What follows belongs to an exercise in optimizing a design on an open flow for small area; a production flow would make more cautious choices.
Only simulation tests tie the RTL to the original design; equivalence was not proved.
No activity file was given, so power comes from the tool's default toggle rates. No driver is modelled on the clock port, so clocking that relies on it looks cheaper here than on a real chip.

Setup of v6:
==> flow/design.v <==
`timescale 1ns / 1ps
`timescale 1ns / 1ps
`timescale 1ns / 1ps
`timescale 1ns / 1ps
module double_ended_queue_top (
   input  logic        clock,
   input  logic        reset,
   input  logic        req_tvalid,
   output logic        req_tready,
   input  logic [31:0] req_tdata,
   input  logic [2:0]  req_tuser,
   output logic        rsp_tvalid,
   input  logic        rsp_tready,
   output logic [31:0] rsp_tdata,
   output logic [1:0]  rsp_tuser,
   output logic        rsp_tlast
);
   logic [31:0] mem [16];
   logic [3:0] head_ff, tailp1_ff;
   logic       full_ff, dump_ff;
   logic       rsp_valid_ff, rsp_isdata_ff, rsp_last_ff;
   logic [1:0] rsp_stat_ff;
   logic [3:0] rsp_idx_ff;
   logic       out_free, accept, is_empty;
   logic [3:0] head_dec, head_inc, tailp1_dec, tailp1_inc, idx_inc;
   assign out_free   = !rsp_valid_ff || rsp_tready;
   assign req_tready = !dump_ff && out_free;
   assign accept     = req_tvalid && req_tready;
   assign is_empty   = (head_ff == tailp1_ff) && !full_ff;
   assign head_dec   = head_ff - 4'd1;
   assign head_inc   = head_ff + 4'd1;
   assign tailp1_dec = tailp1_ff - 4'd1;
   assign tailp1_inc = tailp1_ff + 4'd1;
   assign idx_inc    = rsp_idx_ff + 4'd1;
   logic       do_push, do_pop, op_back;
   assign op_back = req_tuser[0];
   assign do_push = accept && (req_tuser[2:1] == 2'b00) && !full_ff;
   assign do_pop  = accept && (req_tuser[2:1] == 2'b01) && !is_empty;
   logic [3:0] waddr;
   assign waddr = op_back ? tailp1_ff : head_dec;
   logic [15:0] we;
   deq_dec u_wdec (.en(do_push), .a(waddr), .y(we));
   genvar gi;
   generate
      for (gi = 0; gi < 16; gi++) begin : g_mem
         always_ff @(posedge clock) begin
            if (we[gi]) mem[gi] <= req_tdata;
         end
      end
   endgenerate
   always_ff @(posedge clock) begin
      if (reset) begin
         head_ff      <= '0;
         tailp1_ff    <= '0;
         full_ff      <= 1'b0;
         dump_ff      <= 1'b0;
         rsp_valid_ff <= 1'b0;
      end else begin
         if (rsp_tready) rsp_valid_ff <= 1'b0;
         if (dump_ff) begin
            if (out_free) begin
               rsp_valid_ff <= 1'b1;
               if (idx_inc == tailp1_dec) dump_ff <= 1'b0;
            end
         end else if (accept) begin
            unique case (req_tuser)
               3'd0, 3'd1: begin
                  rsp_valid_ff <= 1'b1;
                  if (!full_ff) begin
                     if (op_back) tailp1_ff <= tailp1_inc;
                     else         head_ff   <= head_dec;
                     full_ff <= (op_back ? tailp1_inc : tailp1_ff) == (op_back ? head_ff : head_dec);
                  end
               end
               3'd2, 3'd3: begin
                  rsp_valid_ff <= 1'b1;
                  if (!is_empty) begin
                     if (op_back) tailp1_ff <= tailp1_dec;
                     else         head_ff   <= head_inc;
                     full_ff <= 1'b0;
                  end
               end
               3'd4: begin
                  if (is_empty) rsp_valid_ff <= 1'b1;
                  else          dump_ff      <= 1'b1;
               end
               default: begin
               end
            endcase
         end
      end
   end
   always_ff @(posedge clock) begin
      if (dump_ff) begin
         if (out_free) begin
            rsp_idx_ff    <= idx_inc;
            rsp_isdata_ff <= 1'b1;
            rsp_stat_ff   <= 2'd0;
            rsp_last_ff   <= (idx_inc == tailp1_dec);
         end
      end else if (accept) begin
         rsp_last_ff   <= 1'b1;
         rsp_isdata_ff <= do_pop;
         rsp_idx_ff    <= (req_tuser == 3'd4) ? head_dec : (op_back ? tailp1_dec : head_ff);
         rsp_stat_ff   <= (req_tuser[2:1] == 2'b00) ? (full_ff ? 2'd2 : 2'd0) : (is_empty ? 2'd1 : 2'd0);
      end
   end
   logic [15:0] rsel;
   deq_dec u_rdec (.en(rsp_isdata_ff), .a(rsp_idx_ff), .y(rsel));
   generate
      for (gi = 0; gi < 32; gi++) begin : g_rd
         logic [15:0] col;
         for (genvar j = 0; j < 16; j++) begin : g_col
            assign col[j] = mem[j][gi];
         end
         deq_rd_bit u_rd (.d(col), .s(rsel), .y(rsp_tdata[gi]));
      end
   endgenerate
   assign rsp_tvalid = rsp_valid_ff;
   assign rsp_tuser  = rsp_stat_ff;
   assign rsp_tlast  = rsp_last_ff;
endmodule
module deq_dec (
   input  logic        en,
   input  logic [3:0]  a,
   output logic [15:0] y
);
   logic [3:0] lo, hi;
   always_comb begin
      for (int k = 0; k < 4; k++) begin
         lo[k] = en && a[1:0] == 2'(k);
         hi[k] = a[3:2] == 2'(k);
      end
   end
   for (genvar i = 0; i < 16; i++) begin : g_and
      deq_and2 u_and (.a(lo[i % 4]), .b(hi[i / 4]), .y(y[i]));
   end
endmodule
module deq_and2 (
   input  logic a,
   input  logic b,
   output logic y
);
   assign y = a & b;
endmodule
module deq_rd_bit (
   input  logic [15:0] d,
   input  logic [15:0] s,
   output logic        y
);
   logic [5:0] n;
   for (genvar k = 0; k < 5; k++) begin : g_aoi
      deq_aoi222 u_aoi (.a(d[3*k+2:3*k]), .b(s[3*k+2:3*k]), .y(n[k]));
   end
   deq_nand2 u_nand (.a(d[15]), .b(s[15]), .y(n[5]));
   deq_nand6 u_or (.a(n), .y(y));
endmodule
module deq_aoi222 (
   input  logic [2:0] a,
   input  logic [2:0] b,
   output logic       y
);
   assign y = !((a[0] & b[0]) | (a[1] & b[1]) | (a[2] & b[2]));
endmodule
module deq_nand2 (
   input  logic a,
   input  logic b,
   output logic y
);
   assign y = !(a & b);
endmodule
module deq_nand6 (
   input  logic [5:0] a,
   output logic       y
);
   assign y = !(&a);
endmodule
clock: 5.0 ns
lec_check: 0
cap_margin: 20
core_margin: 2
core_utilization: 60
slew_margin: 20
synth_hierarchical: 1
standard.sh (not shown) runs the stock make flow with config.mk's settings and CLKGATE_MAP_FILE= SYNTH_SCRIPT=/design/flow/synth_recipe.tcl, a recipe that flattens the netlist after the stock synthesis.
==> flow/flow/run.sh <==
#!/bin/bash
# Standard ORFS layout (the standard.sh), with two changes:
#  - port buffers are buf_1 cells instead of the tool's default pick;
#  - CTS clusters more sinks per leaf buffer and adds no dummy loads.
# make's full output goes to standard.log; ORFS keeps each step's log under orfs/logs.
set -euo pipefail
bash standard.sh \
  "BUFFER_PORTS_ARGS=-buffer_cell sky130_fd_sc_hd__buf_1" \
  "CTS_ARGS=-sink_clustering_enable -repair_clock_nets -dont_use_dummy_load -buf_list sky130_fd_sc_hd__clkbuf_16 -sink_clustering_size 32 -sink_clustering_max_diameter 150" \
  finish > standard.log 2>&1
Edits applied to the flow inputs when going from v6 to v7:
--- a/flow/design.v
+++ b/flow/design.v
@@ -37,15 +37,13 @@
    assign do_push = accept && (req_tuser[2:1] == 2'b00) && !full_ff;
    assign do_pop  = accept && (req_tuser[2:1] == 2'b01) && !is_empty;
    logic [3:0] waddr;
    assign waddr = op_back ? tailp1_ff : head_dec;
-   logic [15:0] we;
-   deq_dec u_wdec (.en(do_push), .a(waddr), .y(we));
    genvar gi;
    generate
       for (gi = 0; gi < 16; gi++) begin : g_mem
          always_ff @(posedge clock) begin
-            if (we[gi]) mem[gi] <= req_tdata;
+            if (do_push && waddr == 4'(gi)) mem[gi] <= req_tdata;
          end
       end
    endgenerate
    always_ff @(posedge clock) begin
@@ -105,9 +103,11 @@
          rsp_stat_ff   <= (req_tuser[2:1] == 2'b00) ? (full_ff ? 2'd2 : 2'd0) : (is_empty ? 2'd1 : 2'd0);
       end
    end
    logic [15:0] rsel;
-   deq_dec u_rdec (.en(rsp_isdata_ff), .a(rsp_idx_ff), .y(rsel));
+   always_comb begin
+      for (int i = 0; i < 16; i++) rsel[i] = rsp_isdata_ff && rsp_idx_ff == 4'(i);
+   end
    generate
       for (gi = 0; gi < 32; gi++) begin : g_rd
          logic [15:0] col;
          for (genvar j = 0; j < 16; j++) begin : g_col
@@ -118,31 +118,8 @@
    endgenerate
    assign rsp_tvalid = rsp_valid_ff;
    assign rsp_tuser  = rsp_stat_ff;
    assign rsp_tlast  = rsp_last_ff;
-endmodule
-module deq_dec (
-   input  logic        en,
-   input  logic [3:0]  a,
-   output logic [15:0] y
-);
-   logic [3:0] lo, hi;
-   always_comb begin
-      for (int k = 0; k < 4; k++) begin
-         lo[k] = en && a[1:0] == 2'(k);
-         hi[k] = a[3:2] == 2'(k);
-      end
-   end
-   for (genvar i = 0; i < 16; i++) begin : g_and
-      deq_and2 u_and (.a(lo[i % 4]), .b(hi[i / 4]), .y(y[i]));
-   end
-endmodule
-module deq_and2 (
-   input  logic a,
-   input  logic b,
-   output logic y
-);
-   assign y = a & b;
 endmodule
 module deq_rd_bit (
    input  logic [15:0] d,
    input  logic [15:0] s,
Comparing v6 and v7, the lower number of cells in the finished layout apart from fillers is on v6.
In v7 relative to v6, number of standard cells after synthesis had gone up slightly.
On mapped cell area, v6 and v7 are basically level.
| power of the sequential group | v6 vs v7 | ≈ equal |
On worst setup slack, the higher figure sits with v7, not v6.
As far as I/O pin count goes, v7 and v6 are indistinguishable; the numbers are identical.
v6 -> v7: proportion of synthesized area in mux cells flat
From v6 to v7 the numbers moved as follows: portion of total power attributed to combinational logic increased 0.7 points, number of cells on the worst reg-to-reg path picked up an extra 2.
v7 vs. v6: cell area has increased; count of vias placed by the detailed router has increased.

-- port drivers added, routing unchanged --
How much do the figures lean on ideal ports? The routed layouts below were timed once more, with nothing changed but the port constraints. Step 1, drivers: a clkbuf_16 drives clock and a buf_2 each remaining input, both assumed. Step 2 also shifts input and output timing later by t, the mid clock arrival at the registers, as if the neighbouring blocks saw the same clock. Three values: no drivers, after step 1, after step 2; two values: the first two.
| run | t (ns) | setup WS [ns] | clock arrival spread, ns | slew at the worst register clock pin (ns) |
|---|---|---|---|---|
| v6 | 0.589 | 0.878 / 0.822 / 1.401 | 0.038 / 0.037 | 0.12 / 0.12 |
| v7 | 0.589 | 0.897 / 0.844 / 1.432 | 0.031 / 0.031 | 0.12 / 0.12 |
After both steps setup and hold are still met in every run listed.
